What follows belongs to an exercise in optimizing a design on an open flow for small area, a short achievable clock period and few clock cycles per item; a production flow would make more cautious choices. Where RTL was checked, it was by simulation tests only, not by an equivalence proof against the original. Power is estimated from default activity; no workload was simulated.

Setup of before:
==> module bf_tape, before the edit <==
module bf_tape #(
  parameter int DATA_W = 8,
  parameter int ADDR_W = 8,
  parameter int DEPTH  = 2**ADDR_W
) (
  input  logic              clk,
  input  logic              rst_n,
  input  logic              cmd_valid,
  output logic              cmd_ready,
  input  logic [2:0]        cmd_op,
  input  logic [DATA_W-1:0] cmd_data,
  output logic [DATA_W-1:0] cell_out,
  output logic              cell_zero,
  output logic [ADDR_W-1:0] ptr_out,
  output logic              err
);
  localparam logic [2:0] OP_NOP = 3'd0, OP_INC = 3'd1, OP_DEC = 3'd2, OP_RIGHT = 3'd3,
                         OP_LEFT = 3'd4, OP_WRITE = 3'd5, OP_ADD = 3'd6, OP_CLEAR_ALL = 3'd7;
  localparam int NH = 16;    
  localparam int NL = 16;    
  logic [ADDR_W-1:0] ptr;
  logic [NH-1:0]     ph;     
  logic [NL-1:0]     pl;     
  logic [DATA_W-1:0] cur, nb_r, nb_l;
  logic              zero_q;
  logic              err_q;
  logic              clr_pend;
  logic              ready_q;
  logic [NH-1:0] wh;
  logic [NL-1:0] wl;
  assign wh = ph | {NH{clr_pend}};
  assign wl = pl | {NL{clr_pend}};
  logic [DATA_W-1:0] wdata;
  assign wdata = clr_pend ? '0 : cur;
  logic [DEPTH-1:0][DATA_W-1:0] cells;
  logic [DEPTH-1:0]             rsel;    
  for (genvar i = 0; i < DEPTH; i++) begin : g_cell
    localparam int IM = (i + DEPTH - 2) % DEPTH;
    localparam int IP = (i + 2) % DEPTH;
    always_ff @(posedge clk)
      if (wh[i / NL] && wl[i % NL]) cells[i] <= wdata;
    assign rsel[i] = (ph[IM / NL] && pl[IM % NL]) || (ph[IP / NL] && pl[IP % NL]);
  end
  logic [DATA_W-1:0] rd_b0, rd_b1;
  always_comb begin
    rd_b0 = '0;
    rd_b1 = '0;
    for (int i = 0; i < DEPTH; i++) begin
      if ((i >> 2) & 1) rd_b1 = rd_b1 | (cells[i] & {DATA_W{rsel[i]}});
      else              rd_b0 = rd_b0 | (cells[i] & {DATA_W{rsel[i]}});
    end
  end
  logic              p2_hi;
  logic [DATA_W-1:0] rd_p2, rd_m2;
  assign p2_hi = ptr[2] ^ ptr[1];
  assign rd_p2 = clr_pend ? '0 : (p2_hi ? rd_b1 : rd_b0);
  assign rd_m2 = clr_pend ? '0 : (p2_hi ? rd_b0 : rd_b1);
  logic accept, at_last, at_first;
  assign accept   = cmd_valid && ready_q;
  assign at_last  = ph[NH-1] && pl[NL-1];
  assign at_first = ph[0] && pl[0];
  logic mv_r, mv_l, clr, oob;
  assign mv_r = accept && cmd_op == OP_RIGHT && !at_last;
  assign mv_l = accept && cmd_op == OP_LEFT  && !at_first;
  assign clr  = accept && cmd_op == OP_CLEAR_ALL;
  assign oob  = accept && ((cmd_op == OP_RIGHT && at_last) || (cmd_op == OP_LEFT && at_first));
  logic [DATA_W-1:0] cur_nx;
  logic              zero_nx;
  logic [DATA_W-1:0] cur_inc, cur_dec, neg_cur;
  logic [ADDR_W-1:0] ptr_inc, ptr_dec, ptr_neg;
  bf_tape_step #(.W(DATA_W)) u_cur_step (.a(cur), .inc(cur_inc), .dec(cur_dec), .neg(neg_cur));
  logic [DATA_W-1:0] cur_add;
  bf_tape_add #(.W(DATA_W)) u_add (.a(cur), .b(cmd_data), .y(cur_add));
  bf_tape_step #(.W(ADDR_W)) u_ptr_step (.a(ptr), .inc(ptr_inc), .dec(ptr_dec), .neg(ptr_neg));
  always_comb begin
    cur_nx  = cur;
    zero_nx = zero_q;
    if (accept) begin
      case (cmd_op)
        OP_INC:       begin cur_nx = cur_inc;          zero_nx = (cur == '1); end
        OP_DEC:       begin cur_nx = cur_dec;          zero_nx = (cur == DATA_W'(1)); end
        OP_WRITE:     begin cur_nx = cmd_data;         zero_nx = (cmd_data == '0); end
        OP_ADD:       begin cur_nx = cur_add;            zero_nx = (cmd_data == neg_cur); end
        OP_RIGHT:     if (!at_last)  begin cur_nx = nb_r; zero_nx = (nb_r == '0); end
        OP_LEFT:      if (!at_first) begin cur_nx = nb_l; zero_nx = (nb_l == '0); end
        OP_CLEAR_ALL: begin cur_nx = '0; zero_nx = 1'b1; end
        default: ;
      endcase
    end
  end
  always_ff @(posedge clk or negedge rst_n) begin
    if (!rst_n) begin
      ph       <= NH'(1);
      pl       <= NL'(1);
      clr_pend <= 1'b1;
      ready_q  <= 1'b0;
    end else begin
      ready_q  <= 1'b1;
      clr_pend <= clr;
      if (clr) begin
        ph <= NH'(1);
        pl <= NL'(1);
      end else if (mv_r) begin
        pl <= {pl[NL-2:0], pl[NL-1]};
        if (pl[NL-1]) ph <= {ph[NH-2:0], ph[NH-1]};
      end else if (mv_l) begin
        pl <= {pl[0], pl[NL-1:1]};
        if (pl[0]) ph <= {ph[0], ph[NH-1:1]};
      end
    end
  end
  always_ff @(posedge clk) begin
    if (!ready_q) begin
      ptr    <= '0;
      cur    <= '0;
      nb_r   <= '0;
      nb_l   <= '0;
      zero_q <= 1'b1;
      err_q  <= 1'b0;
    end else begin
      cur    <= cur_nx;
      zero_q <= zero_nx;
      if (oob) err_q <= 1'b1;
      if (clr) begin
        ptr  <= '0;
        nb_r <= '0;
        nb_l <= '0;
      end else if (mv_r) begin
        ptr  <= ptr_inc;
        nb_l <= cur;
        nb_r <= rd_p2;
      end else if (mv_l) begin
        ptr  <= ptr_dec;
        nb_r <= cur;
        nb_l <= rd_m2;
      end
    end
  end
  assign cmd_ready = ready_q;
  assign cell_out  = cur;
  assign cell_zero = zero_q;
  assign ptr_out   = ptr;
  assign err       = err_q;
endmodule
==> flow/config.mk <==
export PLATFORM = sky130hd
export DESIGN_NAME = bf_tape
export DESIGN_NICKNAME = bf_tape
export VERILOG_FILES = /design/flow/design.v
export SDC_FILE = /design/flow/constraint.sdc
export NUM_CORES = 4
export LEC_CHECK = 0
export ABC_AREA = 1
export CAP_MARGIN = 20
export CORE_MARGIN = 2
export CORE_UTILIZATION = 60
export CTS_CLUSTER_DIAMETER = 100
export CTS_CLUSTER_SIZE = 25
export SETUP_SLACK_MARGIN = 3.8
export SLEW_MARGIN = 40
export SYNTH_HIERARCHICAL = 1
export SYNTH_MINIMUM_KEEP_SIZE = 0
==> flow/constraint.sdc <==
create_clock -name core_clock -period 6.0 [get_ports {clk}]
set_input_delay 1.2000 -clock core_clock [delete_from_list [all_inputs] [get_ports {clk}]]
set_output_delay 1.2000 -clock core_clock [all_outputs]
set_load 0.01 [all_outputs]
run.sh (not shown) runs the stock make flow with config.mk's settings and CLKGATE_MAP_FILE= SYNTH_SCRIPT=/design/flow/synth_recipe.tcl, a recipe that flattens the netlist after the stock synthesis.
Testbench counts of before, summed over its fixed seeds: cycles 48,048, items 48,032.
Setup changes, before to after
diff --git a/flow/design.v b/flow/design.v
--- a/flow/design.v
+++ b/flow/design.v
@@ -51,9 +51,6 @@
     end
   end
-  logic              p2_hi;
-  logic [DATA_W-1:0] rd_p2, rd_m2;
+  logic p2_hi;
   assign p2_hi = ptr[2] ^ ptr[1];
-  assign rd_p2 = clr_pend ? '0 : (p2_hi ? rd_b1 : rd_b0);
-  assign rd_m2 = clr_pend ? '0 : (p2_hi ? rd_b0 : rd_b1);
   logic accept, at_last, at_first;
   assign accept   = cmd_valid && ready_q;
@@ -89,4 +86,19 @@
     end
   end
+  logic              hold_nb;
+  logic [DATA_W-1:0] nb_r_nx, nb_l_nx;
+  assign hold_nb = ready_q && !(clr || mv_r || mv_l);
+  assign nb_r_nx = (rd_b1 & {DATA_W{mv_r && !clr_pend && p2_hi}})
+                 | (rd_b0 & {DATA_W{mv_r && !clr_pend && !p2_hi}})
+                 | (cur   & {DATA_W{mv_l}})
+                 | (nb_r  & {DATA_W{hold_nb}});
+  assign nb_l_nx = (rd_b0 & {DATA_W{mv_l && !clr_pend && p2_hi}})
+                 | (rd_b1 & {DATA_W{mv_l && !clr_pend && !p2_hi}})
+                 | (cur   & {DATA_W{mv_r}})
+                 | (nb_l  & {DATA_W{hold_nb}});
+  always_ff @(posedge clk) begin
+    nb_r <= nb_r_nx;
+    nb_l <= nb_l_nx;
+  end
   always_ff @(posedge clk or negedge rst_n) begin
     if (!rst_n) begin
@@ -114,6 +126,4 @@
       ptr    <= '0;
       cur    <= '0;
-      nb_r   <= '0;
-      nb_l   <= '0;
       zero_q <= 1'b1;
       err_q  <= 1'b0;
@@ -122,17 +132,7 @@
       zero_q <= zero_nx;
       if (oob) err_q <= 1'b1;
-      if (clr) begin
-        ptr  <= '0;
-        nb_r <= '0;
-        nb_l <= '0;
-      end else if (mv_r) begin
-        ptr  <= ptr_inc;
-        nb_l <= cur;
-        nb_r <= rd_p2;
-      end else if (mv_l) begin
-        ptr  <= ptr_dec;
-        nb_r <= cur;
-        nb_l <= rd_m2;
-      end
+      if (clr)       ptr <= '0;
+      else if (mv_r) ptr <= ptr_inc;
+      else if (mv_l) ptr <= ptr_dec;
     end
   end
==> comparison <==
after ended with more net switching fraction of the power than before.
Taking before as the reference, in after via count of the routed design climbed 3.5%, fmax dropped 6.5%, synthesized netlist net count ~0 delta, hold slack saw little to no change.
Only the layout flow was run in after; the RTL was not checked for function there.

========
Setup of job 6508:
The RTL this note starts from:
==> flow/design.v <==
module bf_tape #(
  parameter int DATA_W = 8,
  parameter int ADDR_W = 8,
  parameter int DEPTH  = 2**ADDR_W
) (
  input  logic              clk,
  input  logic              rst_n,
  input  logic              cmd_valid,
  output logic              cmd_ready,
  input  logic [2:0]        cmd_op,
  input  logic [DATA_W-1:0] cmd_data,
  output logic [DATA_W-1:0] cell_out,
  output logic              cell_zero,
  output logic [ADDR_W-1:0] ptr_out,
  output logic              err
);
  localparam logic [2:0] OP_NOP = 3'd0, OP_INC = 3'd1, OP_DEC = 3'd2, OP_RIGHT = 3'd3,
                         OP_LEFT = 3'd4, OP_WRITE = 3'd5, OP_ADD = 3'd6, OP_CLEAR_ALL = 3'd7;
  localparam int NH = 16;    
  localparam int NL = 16;    
  logic [ADDR_W-1:0] ptr;
  logic [NH-1:0]     ph;     
  logic [NL-1:0]     pl;     
  logic [DATA_W-1:0] cur, nb_r, nb_l;
  logic              zero_q;
  logic              err_q;
  logic              clr_pend;
  logic              ready_q;
  logic [NH-1:0] wh;
  logic [NL-1:0] wl;
  assign wh = ph | {NH{clr_pend}};
  assign wl = pl | {NL{clr_pend}};
  logic [DATA_W-1:0] wdata;
  assign wdata = clr_pend ? '0 : cur;
  logic [DEPTH-1:0][DATA_W-1:0] cells;
  logic [DEPTH-1:0]             rsel;    
  for (genvar i = 0; i < DEPTH; i++) begin : g_cell
    localparam int IM = (i + DEPTH - 2) % DEPTH;
    localparam int IP = (i + 2) % DEPTH;
    always_ff @(posedge clk)
      if (wh[i / NL] && wl[i % NL]) cells[i] <= wdata;
    assign rsel[i] = (ph[IM / NL] && pl[IM % NL]) || (ph[IP / NL] && pl[IP % NL]);
  end
  logic [DATA_W-1:0] rd_b0, rd_b1;
  always_comb begin
    rd_b0 = '0;
    rd_b1 = '0;
    for (int i = 0; i < DEPTH; i++) begin
      if ((i >> 2) & 1) rd_b1 = rd_b1 | (cells[i] & {DATA_W{rsel[i]}});
      else              rd_b0 = rd_b0 | (cells[i] & {DATA_W{rsel[i]}});
    end
  end
  logic              p2_hi;
  logic [DATA_W-1:0] rd_p2, rd_m2;
  assign p2_hi = ptr[2] ^ ptr[1];
  assign rd_p2 = clr_pend ? '0 : (p2_hi ? rd_b1 : rd_b0);
  assign rd_m2 = clr_pend ? '0 : (p2_hi ? rd_b0 : rd_b1);
  logic accept, at_last, at_first;
  assign accept   = cmd_valid && ready_q;
  assign at_last  = ph[NH-1] && pl[NL-1];
  assign at_first = ph[0] && pl[0];
  logic mv_r, mv_l, clr, oob;
  assign mv_r = accept && cmd_op == OP_RIGHT && !at_last;
  assign mv_l = accept && cmd_op == OP_LEFT  && !at_first;
  assign clr  = accept && cmd_op == OP_CLEAR_ALL;
  assign oob  = accept && ((cmd_op == OP_RIGHT && at_last) || (cmd_op == OP_LEFT && at_first));
  logic [DATA_W-1:0] cur_nx;
  logic              zero_nx;
  logic [DATA_W-1:0] cur_inc, cur_dec, neg_cur;
  logic [ADDR_W-1:0] ptr_inc, ptr_dec, ptr_neg;
  bf_tape_step #(.W(DATA_W)) u_cur_step (.a(cur), .inc(cur_inc), .dec(cur_dec), .neg(neg_cur));
  bf_tape_step #(.W(ADDR_W)) u_ptr_step (.a(ptr), .inc(ptr_inc), .dec(ptr_dec), .neg(ptr_neg));
  always_comb begin
    cur_nx  = cur;
    zero_nx = zero_q;
    if (accept) begin
      case (cmd_op)
        OP_INC:       begin cur_nx = cur_inc;          zero_nx = (cur == '1); end
        OP_DEC:       begin cur_nx = cur_dec;          zero_nx = (cur == DATA_W'(1)); end
        OP_WRITE:     begin cur_nx = cmd_data;         zero_nx = (cmd_data == '0); end
        OP_ADD:       begin cur_nx = cur + cmd_data;   zero_nx = (cmd_data == neg_cur); end
        OP_RIGHT:     if (!at_last)  begin cur_nx = nb_r; zero_nx = (nb_r == '0); end
        OP_LEFT:      if (!at_first) begin cur_nx = nb_l; zero_nx = (nb_l == '0); end
        OP_CLEAR_ALL: begin cur_nx = '0; zero_nx = 1'b1; end
        default: ;
      endcase
    end
  end
  always_ff @(posedge clk or negedge rst_n) begin
    if (!rst_n) begin
      ph       <= NH'(1);
      pl       <= NL'(1);
      clr_pend <= 1'b1;
      ready_q  <= 1'b0;
    end else begin
      ready_q  <= 1'b1;
      clr_pend <= clr;
      if (clr) begin
        ph <= NH'(1);
        pl <= NL'(1);
      end else if (mv_r) begin
        pl <= {pl[NL-2:0], pl[NL-1]};
        if (pl[NL-1]) ph <= {ph[NH-2:0], ph[NH-1]};
      end else if (mv_l) begin
        pl <= {pl[0], pl[NL-1:1]};
        if (pl[0]) ph <= {ph[0], ph[NH-1:1]};
      end
    end
  end
  always_ff @(posedge clk) begin
    if (!ready_q) begin
      ptr    <= '0;
      cur    <= '0;
      nb_r   <= '0;
      nb_l   <= '0;
      zero_q <= 1'b1;
      err_q  <= 1'b0;
    end else begin
      cur    <= cur_nx;
      zero_q <= zero_nx;
      if (oob) err_q <= 1'b1;
      if (clr) begin
        ptr  <= '0;
        nb_r <= '0;
        nb_l <= '0;
      end else if (mv_r) begin
        ptr  <= ptr_inc;
        nb_l <= cur;
        nb_r <= rd_p2;
      end else if (mv_l) begin
        ptr  <= ptr_dec;
        nb_r <= cur;
        nb_l <= rd_m2;
      end
    end
  end
  assign cmd_ready = ready_q;
  assign cell_out  = cur;
  assign cell_zero = zero_q;
  assign ptr_out   = ptr;
  assign err       = err_q;
endmodule
module bf_tape_step #(parameter int W = 8) (
  input  logic [W-1:0] a,
  output logic [W-1:0] inc,
  output logic [W-1:0] dec,
  output logic [W-1:0] neg
);
  assign inc = a + W'(1);
  assign dec = a - W'(1);
  assign neg = -a;
endmodule
Settings: LEC_CHECK=0, ABC_AREA=1, CAP_MARGIN=20, CORE_MARGIN=2, CORE_UTILIZATION=60, CTS_CLUSTER_DIAMETER=100, CTS_CLUSTER_SIZE=25, SETUP_SLACK_MARGIN=3.5, SLEW_MARGIN=40, SYNTH_HIERARCHICAL=1, SYNTH_MINIMUM_KEEP_SIZE=0; clock period 6.0 ns.
Testbench counts of job 6508, summed over its fixed seeds: cycles 48,048, items 48,032.
Inputs modified between job 6508 and job 8773:
--- a/flow/design.v
+++ b/flow/design.v
@@ -67,20 +67,22 @@
   logic [DATA_W-1:0] cur_nx;
   logic              zero_nx;
   logic [DATA_W-1:0] cur_inc, cur_dec, neg_cur;
   logic [ADDR_W-1:0] ptr_inc, ptr_dec, ptr_neg;
   bf_tape_step #(.W(DATA_W)) u_cur_step (.a(cur), .inc(cur_inc), .dec(cur_dec), .neg(neg_cur));
+  logic [DATA_W-1:0] cur_add;
+  bf_tape_add #(.W(DATA_W)) u_add (.a(cur), .b(cmd_data), .y(cur_add));
   bf_tape_step #(.W(ADDR_W)) u_ptr_step (.a(ptr), .inc(ptr_inc), .dec(ptr_dec), .neg(ptr_neg));
   always_comb begin
     cur_nx  = cur;
     zero_nx = zero_q;
     if (accept) begin
       case (cmd_op)
         OP_INC:       begin cur_nx = cur_inc;          zero_nx = (cur == '1); end
         OP_DEC:       begin cur_nx = cur_dec;          zero_nx = (cur == DATA_W'(1)); end
         OP_WRITE:     begin cur_nx = cmd_data;         zero_nx = (cmd_data == '0); end
-        OP_ADD:       begin cur_nx = cur + cmd_data;   zero_nx = (cmd_data == neg_cur); end
+        OP_ADD:       begin cur_nx = cur_add;            zero_nx = (cmd_data == neg_cur); end
         OP_RIGHT:     if (!at_last)  begin cur_nx = nb_r; zero_nx = (nb_r == '0); end
         OP_LEFT:      if (!at_first) begin cur_nx = nb_l; zero_nx = (nb_l == '0); end
         OP_CLEAR_ALL: begin cur_nx = '0; zero_nx = 1'b1; end
         default: ;
       endcase
@@ -148,5 +150,28 @@
 );
   assign inc = a + W'(1);
   assign dec = a - W'(1);
   assign neg = -a;
 endmodule
+module bf_tape_add #(parameter int W = 8) (
+  input  logic [W-1:0] a,
+  input  logic [W-1:0] b,
+  output logic [W-1:0] y
+);
+  localparam int L = $clog2(W);
+  logic [W-1:0] g [L+1];
+  logic [W-1:0] p [L+1];
+  assign g[0] = a & b;
+  assign p[0] = a ^ b;
+  for (genvar l = 0; l < L; l++) begin : g_lvl
+    for (genvar i = 0; i < W; i++) begin : g_bit
+      if (i >= (1 << l)) begin : g_comb
+        assign g[l+1][i] = g[l][i] | (p[l][i] & g[l][i - (1 << l)]);
+        assign p[l+1][i] = p[l][i] & p[l][i - (1 << l)];
+      end else begin : g_pass
+        assign g[l+1][i] = g[l][i];
+        assign p[l+1][i] = p[l][i];
+      end
+    end
+  end
+  assign y = p[0] ^ {g[L][W-2:0], 1'b0};
+endmodule
### Flow results
- Relative to job 6508, area of all placed cells without fillers decreased by about 5% in job 8773.
- [job 8773 vs job 6508] layout filler cell count: higher in job 8773
- Wire: job 8773 routes less than job 6508
- From job 6508 to job 8773 the numbers moved as follows: fmax increased 10%; number of clock buffer instances in the layout increased 15; shortest clock period the worst path allows after layout decreased 0.26 ns; internal power summed over all cells decreased about 1.6%.
- Taking job 6508 as the reference, in job 8773 logic gate share of total power lost 6.3 points; hold slack now sits higher; setup slack +0.26 ns; sequential share of layout area has increased; first-pass GRT wire length saw a decrease.
- Area added between synthesis and finish delta for job 8773 relative to job 6508: 6.0 points lower
- Routed length per placed instance shrinks by more than a quarter when moving from job 6508 to job 8773.
For job 8773, only the layout was checked, not whether the RTL still works.

==> separate check: timing with driven ports <==
How much do the figures lean on ideal ports? The routed layouts below were timed once more, with nothing changed but the port constraints. Step 1 (the two cells are an assumption about what drives the block):
set clk [get_ports {clk}]
set_driving_cell -lib_cell sky130_fd_sc_hd__clkbuf_16 $clk
set_driving_cell -lib_cell sky130_fd_sc_hd__buf_2 [delete_from_list [all_inputs] $clk]
Step 2 times the ports against the registers' clock, not the clock port: input delays grow and output delays shrink by t, the midpoint of the rising clock arrivals with the driver on. a / b / c = no drivers / after step 1 / after step 2; a / b = the first two.
| run | t, ns | setup WS [ns] | hold slack, ns | worst register clock-pin slew, ns | worst slew at a driven data input, ns |
|---|---|---|---|---|---|
| before | 0.820 | 3.548 / 3.457 / 2.939 | 0.409 / 0.345 / 0.490 | 0.11 / 0.11 | 0.03 |
| after | 0.835 | 3.377 / 3.295 / 3.047 | 0.408 / 0.393 / 0.504 | 0.12 / 0.12 | 0.07 |
| job 6508 | 0.861 | 3.232 / 3.232 / 2.759 | 0.385 / 0.315 / 0.475 | 0.12 / 0.12 | 0.04 |
| job 8773 | 0.818 | 3.489 / 3.446 / 2.820 | 0.404 / 0.339 / 0.470 | 0.11 / 0.11 | 0.03 |
After both steps setup and hold are still met in every run listed. The setup slack of job 8773, which loses most, moves by -0.043 ns with the drivers and by -0.669 ns with both steps.
